This design comes from an exercise in tuning for small area on the open sky130 flow, not from production work.
The RTL was checked by simulation tests, not by an equivalence proof against the original design.
No activity file was given, so power comes from the tool's default toggle rates.

Design lc4_top, start of the top module:
module lc4_top (
   input  logic        clk,
   input  logic        i_reset,
   output logic [15:0] o_imem_addr,
   input  logic [15:0] i_imem_data,
   output logic [15:0] o_dmem_addr,
   output logic        o_dmem_we,
   output logic [15:0] o_dmem_wdata,
   input  logic [15:0] i_dmem_data,
   output logic        o_retire_valid,
   output logic [15:0] o_retire_pc,
   output logic [15:0] o_retire_insn,
   output logic        o_retire_rf_we,
   output logic [2:0]  o_retire_wsel,
   output logic [15:0] o_retire_wdata
);
   logic [2:0]        ph;       
   logic              clr;      
   logic              second;   
   logic [15:0]       pc;
   logic [1:0]        cc;       
   logic [15:0]       rf [0:7];
   logic [1:0]        lo [0:7];   
   logic [15:0]       w;        
   logic [15:0]       d;        
   logic              c;        
   logic [15:0] insn;
   logic [3:0]  op;
   logic        is_br, is_add, is_and, is_const, is_ldr, is_str, is_alu, is_rr, multi, ok, rf_we;
   logic        last, final_rot, adv, taken, wr_now;
   logic [2:0]  p_sel;
   logic [1:0]  p_d, a_d, b_d, imm_d, alu_d, res_d, sum_d;
   logic        cin, cout;
   logic [15:0] imm16, result;
   logic [1:0]  pc_d;
   assign insn     = i_imem_data;
   assign op       = insn[15:12];
   assign is_br    = op == 4'b0000;
   assign is_add   = op == 4'b0001;
   assign is_and   = op == 4'b0101;
   assign is_const = op == 4'b1001;
   assign is_ldr   = op == 4'b0110;
   assign is_str   = op == 4'b0111;
   assign is_alu   = (is_add || is_and) && (insn[5] || insn[4:3] == 2'b00);
   assign ok       = is_alu || is_const || is_ldr || is_str || is_br;
   assign rf_we    = is_alu || is_const || is_ldr;
   assign is_rr    = is_alu && !insn[5];
   assign multi    = is_ldr || is_str || is_rr;
   assign last      = ph == 3'd7;
   assign final_rot = !multi || second;
   assign adv       = !clr && last && final_rot;
   assign wr_now    = rf_we && final_rot;
   assign p_sel = (second && is_str) ? insn[11:9] : (!second && is_rr) ? insn[2:0] : insn[8:6];
   assign p_d   = lo[p_sel];
   assign imm16 = (is_const || is_br) ? {{7{insn[8]}}, insn[8:0]} :
                  (is_ldr || is_str)  ? {{10{insn[5]}}, insn[5:0]} :
                                        {{11{insn[4]}}, insn[4:0]};
   assign imm_d = imm16 >> {ph, 1'b0};
  ...
Settings: LEC_CHECK=0, ABC_AREA=1, CAP_MARGIN=0, CORE_MARGIN=2, CORE_UTILIZATION=75, CTS_BUF_LIST=sky130_fd_sc_hd__clkbuf_8, SLEW_MARGIN=0; clock period 6.0 ns.
standard.sh (not shown) runs the stock make flow with config.mk's settings and CLKGATE_MAP_FILE= SYNTH_SCRIPT=/design/flow/synth_recipe.tcl, a recipe that flattens the netlist after the stock synthesis.
==> flow/flow/run.sh <==
#!/bin/bash
# standard layout, with every port buffered by the smallest buffer cell and a clock tree
# without dummy load cells
set -euo pipefail
bash standard.sh "BUFFER_PORTS_ARGS=-buffer_cell sky130_fd_sc_hd__buf_1" \
  "CTS_ARGS=-sink_clustering_enable -repair_clock_nets -buf_list sky130_fd_sc_hd__clkbuf_8 -dont_use_dummy_load" \
  finish > standard_flow.log 2>&1
Edit:
==> flow/flow/run.sh (replaced) <==
#!/bin/bash
# The standard layout with these changes: synthesis maps the logic with an area-only ABC
# script; every port is buffered by the smallest buffer cell, and a buffer that synthesis put
# on a wire from an input port to an output port is dropped once both ports have their own
# buffer; the clock tree has no dummy load cells
set -euo pipefail
here=$(pwd)
export AREA_ABC_SCRIPT=$here/flow/area.abc
export FLOW_SYNTH_TCL=$here/synth_recipe.tcl
bash standard.sh "SYNTH_SCRIPT=$here/flow/synth.tcl" \
  "BUFFER_PORTS_ARGS=-buffer_cell sky130_fd_sc_hd__buf_1" \
  "POST_GLOBAL_PLACE_TCL=$here/flow/post_gpl.tcl" \
  "CTS_ARGS=-sink_clustering_enable -repair_clock_nets -buf_list sky130_fd_sc_hd__clkbuf_8 -dont_use_dummy_load" \
  finish > standard_flow.log 2>&1
==> flow/flow/area.abc (new file) <==
strash
dch -f
amap
topo
==> flow/flow/post_gpl.tcl (new file) <==
# After port buffering: a buffer that synthesis put on a wire from an input port straight to an
# output port now sits between the two port buffers; connect its loads to its input and drop it.
proc bypass_inner_buffers {} {
  set block [ord::get_db_block]
  set n 0
  foreach inst [$block getInsts] {
    if {![string match "sky130_fd_sc_hd__buf_*" [[$inst getMaster] getName]]} { continue }
    set name [$inst getName]
    if {[string match "input*" $name] || [string match "output*" $name]} { continue }
    set a [$inst findITerm A]
    set x [$inst findITerm X]
    set in_net [$a getNet]
    set out_net [$x getNet]
    if {$in_net eq "NULL" || $out_net eq "NULL"} { continue }
    if {[llength [$in_net getBTerms]] > 0 || [llength [$out_net getBTerms]] > 0} { continue }
    foreach it [$out_net getITerms] {
      if {[[$it getInst] getName] eq $name} { continue }
      $it disconnect
      $it connect $in_net
    }
    $a disconnect
    $x disconnect
    odb::dbInst_destroy $inst
    odb::dbNet_destroy $out_net
    incr n
  }
  puts "bypassed $n buffers between port buffers"
}
bypass_inner_buffers
==> flow/flow/synth.tcl (new file) <==
# The standard synthesis (synth_recipe.tcl), with an area-only ABC script for the
# combinational mapping; registers, flattening and renaming are unchanged
proc abc {args} {
  set i [lsearch -exact $args -script]
  if {$i >= 0} { lset args [expr {$i + 1}] $::env(AREA_ABC_SCRIPT) }
  yosys abc {*}$args
}
source $::env(FLOW_SYNTH_TCL)
Settings changed: CORE_UTILIZATION 75 to 60.
After rerunning:
- The new run produced a clean layout
- area after synthesis drops by 5.9%
- routed wire length falls by 17%
- utilization decreases by 14 points
- setup slack loses 150 ps
- final area fell by 2.5%
- clock-buffer cell count does not change
Edit:
==> flow/flow/run.sh (replaced) <==
#!/bin/bash
# standard layout, with every port buffered by the smallest buffer cell and a clock tree
# without dummy load cells
set -euo pipefail
bash standard.sh "BUFFER_PORTS_ARGS=-buffer_cell sky130_fd_sc_hd__buf_1" \
  "CTS_ARGS=-sink_clustering_enable -repair_clock_nets -buf_list sky130_fd_sc_hd__clkbuf_8 -dont_use_dummy_load" \
  finish > standard_flow.log 2>&1
removed: flow/flow/area.abc
removed: flow/flow/post_gpl.tcl
removed: flow/flow/synth.tcl
Register-to-register slack gets better by 740 ps.
Cell count increases by a little under a tenth.
Cell area climbs by a few percent.

---

Starting RTL as in the previous note.
clock: 6.0 ns
lec_check: 0
abc_area: 1
cap_margin: 0
core_margin: 2
core_utilization: 60
cts_buf_list: sky130_fd_sc_hd__clkbuf_8
slew_margin: 0
==> flow/flow/run.sh <==
#!/bin/bash
# standard layout, with every port buffered by the smallest buffer cell
set -euo pipefail
bash standard.sh "BUFFER_PORTS_ARGS=-buffer_cell sky130_fd_sc_hd__buf_1" finish > standard_flow.log 2>&1
Then changed:
==> flow/flow/run.sh (replaced) <==
#!/bin/bash
# The standard layout with three changes: synthesis maps the logic with an area-only ABC
# script, every port is buffered by the smallest buffer cell, and the clock tree has no dummy
# load cells
set -euo pipefail
here=$(pwd)
export AREA_ABC_SCRIPT=$here/flow/area.abc
export FLOW_SYNTH_TCL=$here/synth_recipe.tcl
bash standard.sh "SYNTH_SCRIPT=$here/flow/synth.tcl" \
  "BUFFER_PORTS_ARGS=-buffer_cell sky130_fd_sc_hd__buf_1" \
  "CTS_ARGS=-sink_clustering_enable -repair_clock_nets -buf_list sky130_fd_sc_hd__clkbuf_8 -dont_use_dummy_load" \
  finish > standard_flow.log 2>&1
==> flow/flow/area.abc (new file) <==
strash
dch -f
amap
topo
==> flow/flow/synth.tcl (new file) <==
# The standard synthesis (synth_recipe.tcl), with an area-only ABC script for the
# combinational mapping; registers, flattening and renaming are unchanged
proc abc {args} {
  set i [lsearch -exact $args -script]
  if {$i >= 0} { lset args [expr {$i + 1}] $::env(AREA_ABC_SCRIPT) }
  yosys abc {*}$args
}
source $::env(FLOW_SYNTH_TCL)
Result: Maximum frequency went down by 3.5%. Final area went down by 5.6%. Power went down by 14%. Wire length went down by 9.9%. First-iteration DRC count went down by 24%. Utilization went down by 0.21 points.
Then changed:
==> flow/flow/area.abc (replaced) <==
strash
dch
map -a
topo
--- a/flow/flow/synth.tcl
+++ b/flow/flow/synth.tcl
@@ -1,4 +1,5 @@
 # The standard synthesis (synth_recipe.tcl), with an area-only ABC script for the
 # combinational mapping; registers, flattening and renaming are unchanged
+rename abc _yosys_abc_cmd
 proc abc {args} {
   set i [lsearch -exact $args -script]
What happened: The changed run ended with an error in 1_2_yosys.
Then changed:
==> flow/flow/run.sh (replaced) <==
#!/bin/bash
# The standard layout with these changes: synthesis maps the logic with an area-only ABC
# script; every port is buffered by the smallest buffer cell, and a buffer that synthesis put
# on a wire from an input port to an output port is dropped once both ports have their own
# buffer; the clock tree has no dummy load cells
set -euo pipefail
here=$(pwd)
export AREA_ABC_SCRIPT=$here/flow/area.abc
export FLOW_SYNTH_TCL=$here/synth_recipe.tcl
bash standard.sh "SYNTH_SCRIPT=$here/flow/synth.tcl" \
  "BUFFER_PORTS_ARGS=-buffer_cell sky130_fd_sc_hd__buf_1" \
  "POST_GLOBAL_PLACE_TCL=$here/flow/post_gpl.tcl" \
  "CTS_ARGS=-sink_clustering_enable -repair_clock_nets -buf_list sky130_fd_sc_hd__clkbuf_8 -dont_use_dummy_load" \
  finish > standard_flow.log 2>&1
==> flow/flow/post_gpl.tcl (new file) <==
# After port buffering: a buffer that synthesis put on a wire from an input port straight to an
# output port now sits between the two port buffers; connect its loads to its input and drop it.
proc bypass_inner_buffers {} {
  set block [ord::get_db_block]
  set n 0
  foreach inst [$block getInsts] {
    if {![string match "sky130_fd_sc_hd__buf_*" [[$inst getMaster] getName]]} { continue }
    set name [$inst getName]
    if {[string match "input*" $name] || [string match "output*" $name]} { continue }
    set a [$inst findITerm A]
    set x [$inst findITerm X]
    set in_net [$a getNet]
    set out_net [$x getNet]
    if {$in_net eq "NULL" || $out_net eq "NULL"} { continue }
    if {[llength [$in_net getBTerms]] > 0 || [llength [$out_net getBTerms]] > 0} { continue }
    foreach it [$out_net getITerms] {
      if {[[$it getInst] getName] eq $name} { continue }
      $it disconnect
      $it connect $in_net
    }
    $a disconnect
    $x disconnect
    odb::dbInst_destroy $inst
    odb::dbNet_destroy $out_net
    incr n
  }
  puts "bypassed $n buffers between port buffers"
}
bypass_inner_buffers
--- a/flow/flow/synth.tcl
+++ b/flow/flow/synth.tcl
@@ -1,5 +1,4 @@
 # The standard synthesis (synth_recipe.tcl), with an area-only ABC script for the
 # combinational mapping; registers, flattening and renaming are unchanged
-rename abc _yosys_abc_cmd
 proc abc {args} {
   set i [lsearch -exact $args -script]
What happened:
- The new run finished with timing, DRC and antenna clean
Then changed:
==> flow/flow/run.sh (replaced) <==
#!/bin/bash
# The standard layout with three changes: synthesis maps the logic with an area-only ABC
# script, every port is buffered by the smallest buffer cell, and the clock tree has no dummy
# load cells
set -euo pipefail
here=$(pwd)
export AREA_ABC_SCRIPT=$here/flow/area.abc
export FLOW_SYNTH_TCL=$here/synth_recipe.tcl
bash standard.sh "SYNTH_SCRIPT=$here/flow/synth.tcl" \
  "BUFFER_PORTS_ARGS=-buffer_cell sky130_fd_sc_hd__buf_1" \
  "CTS_ARGS=-sink_clustering_enable -repair_clock_nets -buf_list sky130_fd_sc_hd__clkbuf_8 -dont_use_dummy_load" \
  finish > standard_flow.log 2>&1
removed: flow/flow/post_gpl.tcl
Result:
- critical path depth shrinks by 1
- worst setup slack improves by 0.022 ns
- cell area shrinks slightly

afterwards: timing with drivers on the ports:
No port has a modelled driver above. Below, the same layouts with a new extraction and two added sets of constraints. Step 1: set_driving_cell puts a clkbuf_16 on clk and a buf_2 on each other input, an assumption about the parent block. Step 2 moves the port delays by t, midway between the first and last clock arrival at a register: inputs arrive t later, outputs are due t later. That takes back most of the time a late clock gives input paths. Slacks: ideal ports / drivers / drivers and shift; pairs: ideal ports / drivers.
run | t (ns) | setup WS [ns] | hold slack, ns | worst setup path at the end
the first run of note 1 | 0.453 | 0.333 / 0.311 / 0.311 | 0.298 / 0.298 / 0.298 | input to output
the second run of note 1 | 0.466 | 0.179 / 0.156 / 0.156 | 0.303 / 0.303 / 0.303 | input to output
the third run of note 1 | 0.464 | 0.335 / 0.313 / 0.313 | 0.312 / 0.312 / 0.312 | input to output
the first run of note 2 | 0.478 | 0.362 / 0.340 / 0.340 | 0.328 / 0.328 / 0.328 | input to output
the second run of note 2 | 0.469 | 0.157 / 0.135 / 0.135 | 0.309 / 0.309 / 0.309 | input to output
the fourth run of note 2 | 0.458 | 0.252 / 0.206 / 0.206 | 0.305 / 0.305 / 0.305 | input to output
the fifth run of note 2 | 0.461 | 0.274 / 0.255 / 0.255 | 0.293 / 0.293 / 0.293 | input to output
After both steps every run listed still meets setup and hold. For the fourth run of note 2, which loses most, drivers alone change the setup slack by -0.046 ns; drivers and shift together by -0.046 ns.
